Source: an optimization exercise on an open RTL-to-GDS flow (aim: small area, a short achievable clock period and few clock cycles). Production flows keep margins and buffers that such runs may drop. No run shown here included a check of the RTL's function; only the layout flow was run. No activity file was given, so power comes from the tool's default toggle rates.

==> flow/design.v, too long to show whole: its modules and the start of the top module <==
// module requant_argmax_pipe: 1321 lines
module requant_argmax_pipe #(
  parameter int ACC_W       = 25,
  parameter int OUT_W       = 8,
  parameter int MULT_W      = 16,
  parameter int SHIFT_W     = 5,
  parameter int NUM_CLASSES = 10,
  parameter int IDX_W       = $clog2(NUM_CLASSES)
) (
  input  logic                     clk,
  input  logic                     rst_n,
  input  logic                     cfg_load,
  input  logic signed [ACC_W-1:0]  cfg_bias,
  input  logic        [MULT_W-1:0] cfg_mult,
  input  logic       [SHIFT_W-1:0] cfg_shift,
  input  logic                     cfg_round,
  input  logic signed [OUT_W-1:0]  cfg_offset,
  input  logic signed [OUT_W-1:0]  cfg_min,
  input  logic signed [OUT_W-1:0]  cfg_max,
  output logic                     busy,
  input  logic                     in_valid,
  output logic                     in_ready,
  input  logic signed [ACC_W-1:0]  in_data,
  input  logic                     in_last,
  output logic                     out_valid,
  input  logic                     out_ready,
  output logic signed [OUT_W-1:0]  out_data,
  output logic                     out_last,
  output logic                     argmax_valid,
  output logic        [IDX_W-1:0]  argmax_idx,
  output logic signed [OUT_W-1:0]  argmax_val
);
  // ...
==> flow/flow/run.sh <==
#!/bin/bash
# The standard ORFS layout (standard.sh), with two changes to how it is
# made: repair_timing aims for 8.5 ns of setup slack at the design's clock
# period, and the port buffers are buf_2.
set -euo pipefail
bash standard.sh SETUP_SLACK_MARGIN=8.5 "BUFFER_PORTS_ARGS=-buffer_cell sky130_fd_sc_hd__buf_2" finish > standard_flow.log 2>&1
==> flow/standard.sh <==
#!/bin/bash
# synth_recipe.tcl (not shown) runs the flow's synth.tcl, then flattens the netlist and writes it again
# the make line also repeats each setting of config.mk as NAME=value (left out here)
make -C /OpenROAD-flow-scripts/flow DESIGN_CONFIG=/design/flow/config.mk WORK_HOME=/design/flow/orfs CLKGATE_MAP_FILE= SYNTH_SCRIPT=/design/flow/synth_recipe.tcl "${@:-finish}"
==> flow/config.mk <==
export PLATFORM = sky130hd
export DESIGN_NAME = requant_argmax_pipe
export DESIGN_NICKNAME = requant_argmax_pipe
export VERILOG_FILES = /design/flow/design.v
export SDC_FILE = /design/flow/constraint.sdc
export NUM_CORES = 4
export LEC_CHECK = 0
export CAP_MARGIN = 20
export CORE_MARGIN = 2
export CORE_UTILIZATION = 40
export CTS_CLUSTER_DIAMETER = 80
export CTS_CLUSTER_SIZE = 25
export SLEW_MARGIN = 20
==> flow/constraint.sdc <==
create_clock -name core_clock -period 12.0 [get_ports {clk}]
set_input_delay 2.4000 -clock core_clock [delete_from_list [all_inputs] [get_ports {clk}]]
set_output_delay 2.4000 -clock core_clock [all_outputs]
set_load 0.01 [all_outputs]
==> metrics.md, run 1 <==
| Metric | Value |
|---|---|
| Slew HR | 32.24% |
| Stages on worst setup path | 1 |
| Clock transition at path regs | 0.09 ns |
| Seq pwr share | 25.6% |
| Largest family of logic cells by synthesized area | adder cells |
| Largest Register | buf_q |
| Hold_sp | lt_q |
| Initial antenna violation count | 0 |
| Synth Area in Adders | 21.53% |
| Final cell count without fillers | 3825 |
| Fin. Hold Viols | 0 |
| CTS HTree Levels | 1 |
| Routed WL per cell | 20.59 um |
| Leakage | 12.51 nW |
| Netlist Area Pre-Place | 26630 sq um |
| Syn nets | 3356 |
| Gr usage total | 22.58% |
| Worst reg-to-reg setup slack | 8.43 ns |
| Run status | complete, no violations |
| Synth async-reset ratio | 0% |
| Final setup margin | 8.356 ns |
| Post-CTS setup buffers | 33 |
| Num CTS Buffers | 24 |
| # DRC | 0 |
| Sw frac | 45.70% |
| Row Count | 94 |
| Ant. Diodes | 0 |
| Mux cell area share after synthesis | 4.060% |
| Routing usage on met1 | 29.00% |
==> inputs of run 2 (changes only) <==
--- a/flow/design.v
+++ b/flow/design.v
@@ -1173,30 +1173,31 @@
   assign pb = {mul_w390, mul_w388, mul_w386, mul_w384, mul_w382, mul_w380, mul_w378, mul_w376, mul_w374, mul_w372, mul_w370, mul_w368, mul_w366, mul_w364, mul_w362, mul_w360, mul_w358, mul_w356, mul_w354, mul_w352, mul_w350, mul_w348, mul_w346, mul_w344, mul_w342, mul_w340, mul_w338, mul_w336, mul_w334, mul_w332, mul_w330, mul_w328, mul_w326, mul_w324, mul_w322, mul_w320, mul_w318, mul_w316, mul_w314, mul_neg1, 1'b0, mul_neg0};
   logic signed [41:0] p;
   logic        [41:0] x0;
   logic        [25:0] x1;
   logic        [17:0] x2;
   logic        [13:0] x3;
   logic        [11:0] x4;
   logic        [10:0] x5;
-  logic        [31:0] dif, msk;
-  logic               sg, fits_d;
+  logic               sg, o1, o2, o3, o4, fits_d;
   assign p = pa_q + pb_q;
   always_comb begin
     sg     = p[41];
     x0     = {p[40:0], 1'b0};
     x1     = shift_q[4] ? x0[41:16] : x0[25:0];
+    o1     = !shift_q[4] && (|(x0[41:26] ^ {16{sg}}));
     x2     = shift_q[3] ? x1[25:8] : x1[17:0];
+    o2     = o1 || (!shift_q[3] && (|(x1[25:18] ^ {8{sg}})));
     x3     = shift_q[2] ? x2[17:4] : x2[13:0];
+    o3     = o2 || (!shift_q[2] && (|(x2[17:14] ^ {4{sg}})));
     x4     = shift_q[1] ? x3[13:2] : x3[11:0];
+    o4     = o3 || (!shift_q[1] && (|(x3[13:12] ^ {2{sg}})));
     x5     = shift_q[0] ? x4[11:1] : x4[10:0];
-    dif    = p[40:9] ^ {32{sg}};
-    for (int j = 0; j < 32; j++) msk[j] = (5'(j) >= shift_q);
-    fits_d = ~|(dif & msk);
+    fits_d = !(o4 || (!shift_q[0] && (x4[11] ^ sg)) || (x5[10] ^ sg));
   end
   logic signed [11:0] kx, hi_d, lo_d, hi_q, lo_q;
   logic               mm_q;
   logic        [8:0]  t9;
   logic               gt, lt, selmax, selmin;
   logic signed [7:0]  res;
   always_comb begin
     kx     = $signed({{3{offset_q[7]}}, offset_q, rc_q});
==> metrics.md, run 2 <==
| Metric | Value |
|---|---|
| Fillers | 6235 (was 6259) |
| Gate power share | 59.5% (was 61.1%) |
| CTS HTree Levels | 1 (unchanged) |
| Area added between synthesis and finish | 12.53% (was 14.25%) |
| Final non-filler cell area | 29610 sq um (was 30420 sq um) |
| Netlist Area Pre-Place | 26310 sq um (was 26630 sq um) |
| Post-synthesis cell type count | 103 (was 98) |
| Seq pwr share | 27.6% (was 25.6%) |
| Die H | 260.5 um (was 262.0 um) |
| Yosys warnings | 1 (unchanged) |
| Seq. cell area | 7761 sq um (was 7780 sq um) |
| Final net count | 3256 (was 3399) |
| Synthesis-stage register bit count | 357 (unchanged) |
| Biggest regs | buf_q (45), pa_q (42), pb_q (41) (unchanged) |
| Share of layout cells above drive strength 1 | 16.80% (was 17.39%) |
| Max cap viols | 0 (unchanged) |
| Net Sw Power | 2.889 mW (was 3.283 mW) |
| Worst Hold Class | reg -> reg (unchanged) |
| Final ANT Viol Nets | 0 (unchanged) |
| Power per cell area | 218.8 nW/um^2 (was 236.2 nW/um^2) |
| # IOs | 127 (unchanged) |
| Power share of the clock group | 12.9% (was 13.3%) |
| Worst Skew | 0.02388 ns (was 0.02232 ns) |
| Sw frac | 44.59% (was 45.70%) |
| Starting DRT DRC Count | 1343 (was 2077) |
| Row Count | 94 (unchanged) |
| Synth async-reset ratio | 0% (unchanged) |
| Num CTS Buffers | 23 (was 24) |
| Area contributors post-synth | dfxtp_1, fa_1, ha_1 (unchanged) |
| DIE AREA | 67850 sq um (was 68650 sq um) |
| Count of input and output buffers | 126 (unchanged) |
| Reg2reg start | pa_q[0] (was pa_q[11]) |
| Clock latency (worst-skew pair) | 0.57 ns (was 0.59 ns) |
| Synth cell count leaders | dfxtp_1, nand2_1, inv_1 (was dfxtp_1, inv_1, nand2_1) |
| Slew HR | 36.62% (was 32.24%) |
| Gr usage total | 20.71% (was 22.58%) |
| Fin crit period | 4.032 ns (was 3.644 ns) |
| Worst vdd ir | 0.0001061 V (was 0.0001161 V) |
| Vias | 20322 (was 21794) |
| Run status | complete, no violations (unchanged) |
| Crit-path max cell delay | 0.53 ns (was 0.47 ns) |
| Largest net degree at the start of global routing | 127 (was 88) |
| Count of final max-slew check failures | 0 (unchanged) |
| Most frequent cells in the layout | dfxtp_1, nand2_1, inv_1 (was dfxtp_1, inv_1, nand2_1) |
| Area of the multi-input gates | 17670 sq um (was 18110 sq um) |
| Type of the worst setup path | reg -> reg (was reg -> out) |
| Max clock buf depth | 3 (unchanged) |
| Global-route wire length before repair | 112100 um (was 123300 um) |
| Placed Area | 27690 sq um (was 27910 sq um) |
| Arr. time, crit path | 4.50 ns (was 1.24 ns) |
| DRT Wirelength | 72050 um (was 78760 um) |
| Leakage | 12.37 nW (was 12.51 nW) |
| Root Buffer Master | clkbuf_16 (unchanged) |
| Max Freq | 248.0 MHz (was 274.4 MHz) |
| CTS tree | yes (unchanged) |
| Clock transition at path regs | 0.10 ns (was 0.09 ns) |
| Hold_sp | ld_q (was lt_q) |
| Ratio of final minimum period to clock period | 33.60% (was 30.37%) |
| Syn nets | 3215 (was 3356) |
| Fin Setup TNS | 0 ns (unchanged) |
| Req. time, crit path | 12.47 ns (was 9.60 ns) |
| Slew @ Worst Pin | 0.9435 ns (was 1.016 ns) |
| Die width | 260.5 um (was 262.0 um) |
| Most common cell in the netlist | dfxtp_1 (unchanged) |
| Internal Pwr Total | 3.590 mW (was 3.902 mW) |
| Clk sinks | 357 (unchanged) |
| Buf/Inv on CP | 0 (was 1) |
| Number of hold buffers added after cts | 0 (unchanged) |
| Fin. Hold Viols | 0 (unchanged) |
| Vias per Instance | 5.522 (was 5.698) |
| Delay-heaviest family, CP | compound AO/OA/AOI/OAI gates (was flip-flops) |
| Max FO, Critical Path | 5 (was 3) |
| Max reg flops | 45 (unchanged) |
| Initial core utilization | 40.24% (was 40.43%) |
| Most common cell after layout, fill and taps aside | dfxtp_1 (unchanged) |
| RSZ-0062 raised after global routing | true (unchanged) |
| Core ar. | 65390 sq um (was 65860 sq um) |
| Largest Register | buf_q (unchanged) |
| Routed WL per cell | 19.58 um (was 20.59 um) |
| Yosys top cell area share | 23.05% (was 22.78%) |
| Post-synthesis sequential area ratio | 29.22% (was 28.87%) |
| GP Congestion | 0.8634 (was 0.9067) |
| First-pass iteration count of the detailed router | 5 (was 6) |
| Synthesized instance count | 2761 (was 2902) |
| Synth Flop Type | dfxtp_1 (unchanged) |
| # setup viols final | 0 (unchanged) |
| Area leader, netlist | dfxtp_1 (unchanged) |
| CP startpoint | pa_q[0] (was hd_q[7]) |
| GRT overflow | 0 (unchanged) |
| Initial antenna violation count | 0 (unchanged) |
| Post-synth EDFFs | 54 (unchanged) |
| Ant. Diodes | 0 (unchanged) |
| # DRC | 0 (unchanged) |
| Post-DP HPWL | 50850 um (was 54810 um) |
| Crit-path cells | ha_4 -> ha_4 -> a211o_1 -> a21o_1 -> a211oi_2 -> o21a_2 -> a21oi_4 -> o41ai_4 -> a211o_1 -> a21boi_2 -> or4b_4 -> a211oi_4 -> mux2i_1 -> a32o_1 -> nor4_2 (was buf_2) |
| Slowest cell on the critical path | or4b_4 (was edfxtp_1) |
| Vias in the first global route | 20275 (was 22232) |
| Worst setup SP type | register (unchanged) |
| Critical Path Sink Type | register (was primary output) |
| Synthesized area per cell | 9.530 sq um (was 9.175 sq um) |
==> run 2: layer usage <==
| layer | track usage [%] | share of wire, % | vias up |
|---|---|---|---|
| li1 | - | - | 9542 |
| met4 | 5.762 | 2.3 | 0 |
| met2 | 35.49 | 48 | 666 |
| met5 | 0 | 0 | - |
| met1 | 27.36 | 43 | 9973 |
| met3 | 2.700 | 6.0 | 141 |
==> run 2: final cells by class <==
type	count	area share (%)
inverter	252	3.207
tap	864	3.651
timing repair buffer	211	4.711
sequential	357	26.21
clock inverter	12	0.5535
multi-input combinational	1957	59.67
clock buffer	27	1.994
==> run 2: path summary, 6_finish.rpt <==
| check | slack (ns) | cells past startpoint | to |
|---|---|---|---|
| setup / recovery | 7.97 | 15 | fits_q |
| hold / removal | 0.34 | 0 | ls_q |
| setup reg to reg | 7.97 | 15 | fits_q |
| hold reg to reg | 0.34 | 0 | ls_q |
==> run 2: stage by stage <==
stage               utilization [%]  hold slack [ns]  power [mW]  worst slack (ns)  instances
finish                        45.28           0.3395       6.480             7.968       3680
global placement              42.34           0.3183       5.250             7.418       3588
floorplan                         -           0.3096       4.310             7.884       2761
detailed placement            42.35           0.3154       5.316             7.429       3588
global route                  45.28           0.3508       7.002             7.821       3680
CTS                           44.25           0.3388       6.292             7.931       3652
==> run 2: timing repair <==
item | in CTS | in global routing
setup buffers | 24 | 27
endpoints found under the setup margin | 158 | 84
pin swaps | 23 | 45
gates resized for setup | 90 | 107
gates cloned | 1 | 1
==> run 2: kinds of logic (layout without fill, tap and decap cells) <==
logic type | count (synthesis) | count (layout) | share of synthesized area [%]
AO/OA/AOI/OAI | 645 | 646 | 17.83
XOR/XNOR | 290 | 290 | 9.681
adder cells (fa/ha/maj) | 352 | 352 | 21.70
buffers and inverters | 448 | 502 | 6.705
flip-flops | 357 | 357 | 29.22
multiplexers | 84 | 84 | 4.094
AND/OR/NAND/NOR | 585 | 585 | 10.77
==> run 2: power by group through the flow <==
stage               logic (mW)  clock network [mW]  registers, mW
finish                    3.86               0.838           1.79
global placement          3.45                   0           1.80
floorplan                 2.67                   0           1.64
detailed placement        3.51                   0           1.80
CTS                       3.65               0.867           1.77
global route              4.28               0.907           1.81

[what the ideal ports hide]
The flow's constraints put no driver on any port. The routed layouts listed below were extracted and timed again, unchanged, in two steps.
Step 1 (the two cells are an assumption about what drives the block):
set clk [get_ports {clk}]
set_driving_cell -lib_cell sky130_fd_sc_hd__clkbuf_16 $clk
set_driving_cell -lib_cell sky130_fd_sc_hd__buf_2 [delete_from_list [all_inputs] $clk]
Step 2 moves the port delays by t, midway between the first and last clock arrival at a register: inputs arrive t later, outputs are due t later. That takes back most of the time a late clock gives input paths.
Three values: ideal, step 1, step 2; two values: the first two.
run | shift t [ns] | setup slack, ns | worst register clock-pin slew, ns | worst slew at a driven data input, ns | cell pins on the clock port's net
run 1 | 0.641 | 8.356 / 8.295 / 7.822 | 0.10 / 0.10 | 0.08 | 1
run 2 | 0.618 | 7.968 / 7.968 / 7.800 | 0.10 / 0.10 | 0.09 | 1
After both steps setup and hold are still met in every run listed. The setup slack of run 1, which loses most, moves by -0.061 ns with the drivers and by -0.534 ns with both steps.
